From an optimization exercise on the open Yosys and OpenROAD flow, aimed at small area and a short achievable clock period; shortcuts taken in it are not production practice. At most, simulation tests tie the RTL to the original design; equivalence was not proved. Power is estimated from default activity; no workload was simulated.

==> flow/design.v <==
`timescale 1ns/1ps
module spi_acl_responder #(
  parameter int          ADDR_W  = 6,
  parameter logic [7:0]  DEVID   = 8'hAD,
  parameter int          SYNC_FF = 2
) (
  input  logic              CLK,
  input  logic              RST,
  input  logic              SCLK,
  input  logic              SS,
  input  logic              SDI,
  output logic              SDO,
  input  logic              smp_valid,
  input  logic [7:0]        smp_x,
  input  logic [7:0]        smp_y,
  input  logic [7:0]        smp_z,
  output logic [7:0]        pwr_ctl,
  output logic              wr_stb,
  output logic [ADDR_W-1:0] wr_addr,
  output logic [7:0]        wr_data,
  output logic              frame_done,
  output logic              cmd_err
);
  localparam logic [7:0] CMD_WR = 8'h0A;
  localparam logic [7:0] CMD_RD = 8'h0B;
  localparam logic [5:0] A_DEV  = 6'h00;
  localparam logic [5:0] A_X    = 6'h08;
  localparam logic [5:0] A_Y    = 6'h09;
  localparam logic [5:0] A_Z    = 6'h0A;
  localparam logic [5:0] A_PWR  = 6'h2D;
  typedef enum logic [2:0] {
    S_IDLE, S_CMD, S_ADDR, S_WDATA, S_RDATA, S_IGNORE
  } state_t;
  state_t state, state_next;
  logic [1:0] sclk_sync, ss_sync, sdi_sync;
  logic sclk_s, ss_s, sdi_s, sclk_d, ss_d;
  logic rise, fall, rise_nx, ss_rise, ss_fall, active;
  logic [2:0] bit_cnt;
  logic [7:0] sr, rx_next, rx_pre, tx_next;
  logic [5:0] addr, addr_inc;
  logic       addr_bad, is_rd, got_byte, read_only;
  logic       bd_pre, byte_done, c_wr, c_rd, wr_en, tx_load, tx_shift, rx_shift, to_rdata;
  logic       sdo_q;
  logic [7:0] pwr_q, smp_xq, smp_yq, smp_zq;
  logic       smp_ok;
  logic [5:0] pre_addr;
  logic       pre_bad, f_dev, f_smp, f_y, f_z, f_pwr, f_c0, f_c1;
  logic [7:0] ld_val, smp_sel;
  logic [2:0] rot8, rot7, rot5;
  logic       clr;
  logic [4:0] pa;
  logic [2:0] hl [8];
  logic [7:0] tail [8];
  logic [7:0] ins;
  logic [7:0] tail_sel;
  logic [2:0] cap_sel;
  logic       cap0, cap1;
  logic [7:0] cand0, cand1;
  assign sclk_s  = sclk_sync[1];
  assign ss_s    = ss_sync[1];
  assign sdi_s   = sdi_sync[1];
  assign rise    = sclk_s & ~sclk_d;
  assign fall    = ~sclk_s & sclk_d;
  assign rise_nx = sclk_sync[0] & ~sclk_s;
  assign ss_rise = ss_s & ~ss_d;
  assign ss_fall = ~ss_s & ss_d;
  assign active    = (state != S_IDLE) && !ss_s;
  assign rx_next   = {sr[6:0], sdi_s};
  assign rx_pre    = {sr[6:0], sdi_s};
  assign read_only = (addr == A_DEV) || (addr == A_X) || (addr == A_Y) || (addr == A_Z);
  assign addr_inc  = addr + 6'd1;
  assign bd_pre    = !RST && rise_nx && active && (bit_cnt == 3'd7);
  assign pwr_ctl = pwr_q;
  assign SDO     = sdo_q;
  always_ff @(posedge CLK) begin
    sclk_sync <= {sclk_sync[0], SCLK};
    sdi_sync  <= {sdi_sync[0], SDI};
    sclk_d    <= sclk_s;
    if (RST) begin
      ss_sync <= '0;
      ss_d    <= 1'b0;
    end else begin
      ss_sync <= {ss_sync[0], SS};
      ss_d    <= ss_s;
    end
  end
  always_ff @(posedge CLK) begin
    byte_done <= bd_pre;
    c_wr      <= rx_pre == CMD_WR;
    c_rd      <= rx_pre == CMD_RD;
    wr_en     <= bd_pre && state == S_WDATA && !addr_bad && !read_only;
  end
  always_ff @(posedge CLK) begin
    if (RST) state <= S_IDLE;
    else     state <= state_next;
  end
  always_comb begin
    state_next = state;
    if (ss_s) begin
      state_next = S_IDLE;
    end else begin
      case (state)
        S_IDLE:  if (ss_fall) state_next = S_CMD;
        S_CMD:   if (byte_done) state_next = (c_wr || c_rd) ? S_ADDR : S_IGNORE;
        S_ADDR:  if (byte_done) state_next = is_rd ? S_RDATA : S_WDATA;
        default: state_next = state;
      endcase
    end
  end
  always_comb begin
    if (state == S_ADDR) begin
      pre_addr = rx_pre[5:0];
      pre_bad  = rx_pre[7:6] != 2'b00;
    end else begin
      pre_addr = addr_inc;
      pre_bad  = addr_bad;
    end
  end
  always_ff @(posedge CLK) begin
    f_dev <= !pre_bad && pre_addr == A_DEV;
    f_smp <= !pre_bad && (pre_addr == A_X || pre_addr == A_Y || pre_addr == A_Z);
    f_y   <= pre_addr[0];
    f_z   <= pre_addr[1];
    f_pwr <= !pre_bad && pre_addr == A_PWR;
    f_c0  <= !pre_bad && !pre_addr[0] && pre_addr != A_DEV && pre_addr != A_X && pre_addr != A_Z;
    f_c1  <= !pre_bad && pre_addr[0] && pre_addr != A_Y && pre_addr != A_PWR;
  end
  assign smp_sel = f_z ? smp_zq : f_y ? smp_yq : smp_xq;
  assign ld_val  = ({8{f_dev}} & DEVID) | ({8{f_smp && smp_ok}} & smp_sel) | ({8{f_pwr}} & pwr_q) |
                   ({8{f_c0}} & cand0) | ({8{f_c1}} & cand1);
  assign to_rdata = (state == S_ADDR && is_rd) || state == S_RDATA;
  assign tx_load  = byte_done && to_rdata;
  assign tx_shift = active && state == S_RDATA && fall && bit_cnt != 3'd0;
  assign rx_shift = active && state != S_RDATA && rise;
  assign tx_next  = tx_load ? ld_val : tx_shift ? {sr[6:0], 1'b0} : rx_shift ? rx_next : sr;
  always_ff @(posedge CLK) begin
    sr <= tx_next;
    if (!active) begin
      bit_cnt  <= '0;
      got_byte <= 1'b0;
    end else begin
      if (rise) bit_cnt <= bit_cnt + 3'd1;
      if (byte_done) got_byte <= 1'b1;
      if (byte_done && state == S_CMD) is_rd <= c_rd;
      if (byte_done && state == S_ADDR) begin
        addr     <= rx_next[5:0];
        addr_bad <= rx_next[7:6] != 2'b00;
      end else if (byte_done && (state == S_WDATA || state == S_RDATA)) begin
        addr     <= addr_inc;
      end
    end
  end
  always_ff @(posedge CLK) begin
    if (RST) sdo_q <= 1'b0;
    else     sdo_q <= to_rdata && !ss_s && !ss_sync[0] && (state == S_RDATA || byte_done) && tx_next[7];
  end
  always_ff @(posedge CLK) begin
    if (RST) pwr_q <= 8'h00;
    else if (wr_en && addr == A_PWR) pwr_q <= rx_next;
    if (smp_valid) begin
      smp_xq <= smp_x;
      smp_yq <= smp_y;
      smp_zq <= smp_z;
    end
    if (RST) smp_ok <= 1'b0;
    else if (smp_valid) smp_ok <= 1'b1;
  end
  always_ff @(posedge CLK) begin
    if (RST) begin
      rot8 <= 3'd0;
      rot7 <= 3'd1;
      rot5 <= 3'd3;
      clr  <= 1'b1;
    end else begin
      rot8 <= rot8 + 3'd1;
      rot7 <= (rot7 == 3'd7) ? 3'd1 : rot7 + 3'd1;
      rot5 <= (rot5 == 3'd7) ? 3'd3 : rot5 + 3'd1;
      if (rot8 == 3'd7) clr <= 1'b0;
    end
  end
  assign hl[0] = rot7;
  assign hl[1] = rot5;
  assign hl[2] = rot8;
  assign hl[3] = rot8;
  assign hl[4] = rot8;
  assign hl[5] = (rot7 == 3'd5) ? 3'd0 : rot7;
  assign hl[6] = rot8;
  assign hl[7] = rot8;
  function automatic int rlen(input int r);
    case (r)
      0:       rlen = 7;
      1:       rlen = 5;
      5:       rlen = 7;
      default: rlen = 8;
    endcase
  endfunction
  for (genvar r = 0; r < 8; r++) begin : g_ins
    assign ins[r] = clr || (wr_addr[5:3] == 3'(r) && wr_addr[2:0] == hl[r]);
  end
  for (genvar r = 0; r < 8; r++) begin : g_ring
    localparam int L = rlen(r);
    logic [8*L-1:0] q;
    assign tail[r] = q[8*L-1:8*L-8];
    always_ff @(posedge CLK) q <= {ins[r] ? wr_data : q[7:0], q[8*L-1:8]};
  end
  always_comb begin
    if (state == S_ADDR) pa = (bit_cnt == 3'd7) ? sr[4:0] : {sr[3:0], sdi_s};
    else                 pa = addr_inc[5:1];
  end
  always_ff @(posedge CLK) begin
    cap_sel <= pa[4:2];
    cap0    <= hl[pa[4:2]] == {pa[1:0], 1'b0};
    cap1    <= hl[pa[4:2]] == {pa[1:0], 1'b1};
  end
  assign tail_sel = tail[cap_sel];
  always_ff @(posedge CLK) begin
    if (cap0) cand0 <= tail_sel;
    if (cap1) cand1 <= tail_sel;
  end
  always_ff @(posedge CLK) begin
    if (RST) begin
      wr_stb     <= 1'b0;
      wr_addr    <= '0;
      wr_data    <= '0;
      frame_done <= 1'b0;
      cmd_err    <= 1'b0;
    end else begin
      wr_stb     <= wr_en;
      frame_done <= ss_rise && got_byte;
      if (wr_en) begin
        wr_addr <= addr;
        wr_data <= rx_next;
      end
      if (byte_done && state == S_CMD && !c_wr && !c_rd)
        cmd_err <= 1'b1;
    end
  end
endmodule
Settings: LEC_CHECK=0, ABC_CLOCK_PERIOD_IN_PS=2200, CAP_MARGIN=20, CORE_MARGIN=2, CORE_UTILIZATION=40, CTS_BUF_LIST=sky130_fd_sc_hd__clkbuf_16, CTS_CLUSTER_DIAMETER=60, CTS_CLUSTER_SIZE=30, SETUP_SLACK_MARGIN=3.8, SLEW_MARGIN=20; clock period 6.0 ns.
run.sh (not shown) runs the stock make flow with config.mk's settings and CLKGATE_MAP_FILE= SYNTH_SCRIPT=/design/flow/synth_recipe.tcl, a recipe that flattens the netlist after the stock synthesis.
Edit:
--- a/flow/design.v
+++ b/flow/design.v
@@ -35,12 +35,12 @@
   logic [1:0] sclk_sync, ss_sync, sdi_sync;
   logic sclk_s, ss_s, sdi_s, sclk_d, ss_d;
   logic rise, fall, rise_nx, ss_rise, ss_fall, active;
   logic [2:0] bit_cnt;
-  logic [7:0] sr, rx_next, rx_pre, tx_next;
+  logic [7:0] rx_sr, rx_next, rx_pre, tx_sr, tx_next;
   logic [5:0] addr, addr_inc;
   logic       addr_bad, is_rd, got_byte, read_only;
-  logic       bd_pre, byte_done, c_wr, c_rd, wr_en, tx_load, tx_shift, rx_shift, to_rdata;
+  logic       bd_pre, byte_done, c_wr, c_rd, wr_en, tx_load, tx_shift, to_rdata;
   logic       sdo_q;
   logic [7:0] pwr_q, smp_xq, smp_yq, smp_zq;
   logic       smp_ok;
   logic [5:0] pre_addr;
@@ -64,10 +64,10 @@
   assign rise_nx = sclk_sync[0] & ~sclk_s;
   assign ss_rise = ss_s & ~ss_d;
   assign ss_fall = ~ss_s & ss_d;
   assign active    = (state != S_IDLE) && !ss_s;
-  assign rx_next   = {sr[6:0], sdi_s};
-  assign rx_pre    = {sr[6:0], sdi_s};
+  assign rx_next   = {rx_sr[6:0], sdi_s};
+  assign rx_pre    = {rx_sr[6:0], sdi_s};
   assign read_only = (addr == A_DEV) || (addr == A_X) || (addr == A_Y) || (addr == A_Z);
   assign addr_inc  = addr + 6'd1;
   assign bd_pre    = !RST && rise_nx && active && (bit_cnt == 3'd7);
   assign pwr_ctl = pwr_q;
@@ -130,17 +130,19 @@
                    ({8{f_c0}} & cand0) | ({8{f_c1}} & cand1);
   assign to_rdata = (state == S_ADDR && is_rd) || state == S_RDATA;
   assign tx_load  = byte_done && to_rdata;
   assign tx_shift = active && state == S_RDATA && fall && bit_cnt != 3'd0;
-  assign rx_shift = active && state != S_RDATA && rise;
-  assign tx_next  = tx_load ? ld_val : tx_shift ? {sr[6:0], 1'b0} : rx_shift ? rx_next : sr;
-  always_ff @(posedge CLK) begin
-    sr <= tx_next;
+  assign tx_next  = tx_load ? ld_val : tx_shift ? {tx_sr[6:0], 1'b0} : tx_sr;
+  always_ff @(posedge CLK) begin
+    tx_sr <= tx_next;
     if (!active) begin
       bit_cnt  <= '0;
       got_byte <= 1'b0;
     end else begin
-      if (rise) bit_cnt <= bit_cnt + 3'd1;
+      if (rise) begin
+        rx_sr   <= rx_next;
+        bit_cnt <= bit_cnt + 3'd1;
+      end
       if (byte_done) got_byte <= 1'b1;
       if (byte_done && state == S_CMD) is_rd <= c_rd;
       if (byte_done && state == S_ADDR) begin
         addr     <= rx_next[5:0];
@@ -193,19 +195,20 @@
       5:       rlen = 7;
       default: rlen = 8;
     endcase
   endfunction
-  for (genvar r = 0; r < 8; r++) begin : g_ins
-    assign ins[r] = clr || (wr_addr[5:3] == 3'(r) && wr_addr[2:0] == hl[r]);
+  always_ff @(posedge CLK) begin
+    for (int r = 0; r < 8; r++)
+      ins[r] <= clr || (wr_addr[5:3] == 3'(r) && wr_addr[2:0] == hl[r] && !wr_en);
   end
   for (genvar r = 0; r < 8; r++) begin : g_ring
     localparam int L = rlen(r);
     logic [8*L-1:0] q;
     assign tail[r] = q[8*L-1:8*L-8];
-    always_ff @(posedge CLK) q <= {ins[r] ? wr_data : q[7:0], q[8*L-1:8]};
+    always_ff @(posedge CLK) q <= {q[7:0], ins[r] ? wr_data : q[8*L-1:8*L-8], q[8*L-9:8]};
   end
   always_comb begin
-    if (state == S_ADDR) pa = (bit_cnt == 3'd7) ? sr[4:0] : {sr[3:0], sdi_s};
+    if (state == S_ADDR) pa = (bit_cnt == 3'd7) ? rx_sr[4:0] : {rx_sr[3:0], sdi_s};
     else                 pa = addr_inc[5:1];
   end
   always_ff @(posedge CLK) begin
     cap_sel <= pa[4:2];
What happened: Via count came out higher slightly. Power came out higher by a few percent. Worst setup slack gains 0.054 ns. Clock-buffer cell count came out higher by 6. Combinational power came out lower by about a fifth. Sequential power came out higher by a few percent. Design area came out higher slightly.
The RTL of the first run of this note was laid out without a check of its function.

[re-timing with driven ports]
Ports are ideal in the flow. The routed layouts listed here were re-timed in OpenROAD. Step 1 assumes that a clkbuf_16 drives the clock port and a buf_2 every other input. Step 2 adds t to the input delays and takes it off the output delays; t is the mean of the earliest and latest rising clock arrival at the registers after step 1. Input paths then give back, and output paths get back, about the clock's delay inside the block. Slacks: ideal / step 1 / step 2; pairs: ideal / step 1.
run | t, ns | setup slack, ns | hold WS [ns] | worst setup path at the end | latest minus earliest clock arrival (ns)
the first run | 0.635 | 3.686 / 3.632 / 3.624 | 0.324 / 0.324 / 0.324 | input to register | 0.025 / 0.025
the second run | 0.599 | 3.740 / 3.687 / 3.320 | 0.318 / 0.318 / 0.318 | input to register | 0.040 / 0.039
After both steps setup and hold are still met in every run listed. For the second run, which loses most, drivers alone change the setup slack by -0.053 ns; drivers and shift together by -0.420 ns.
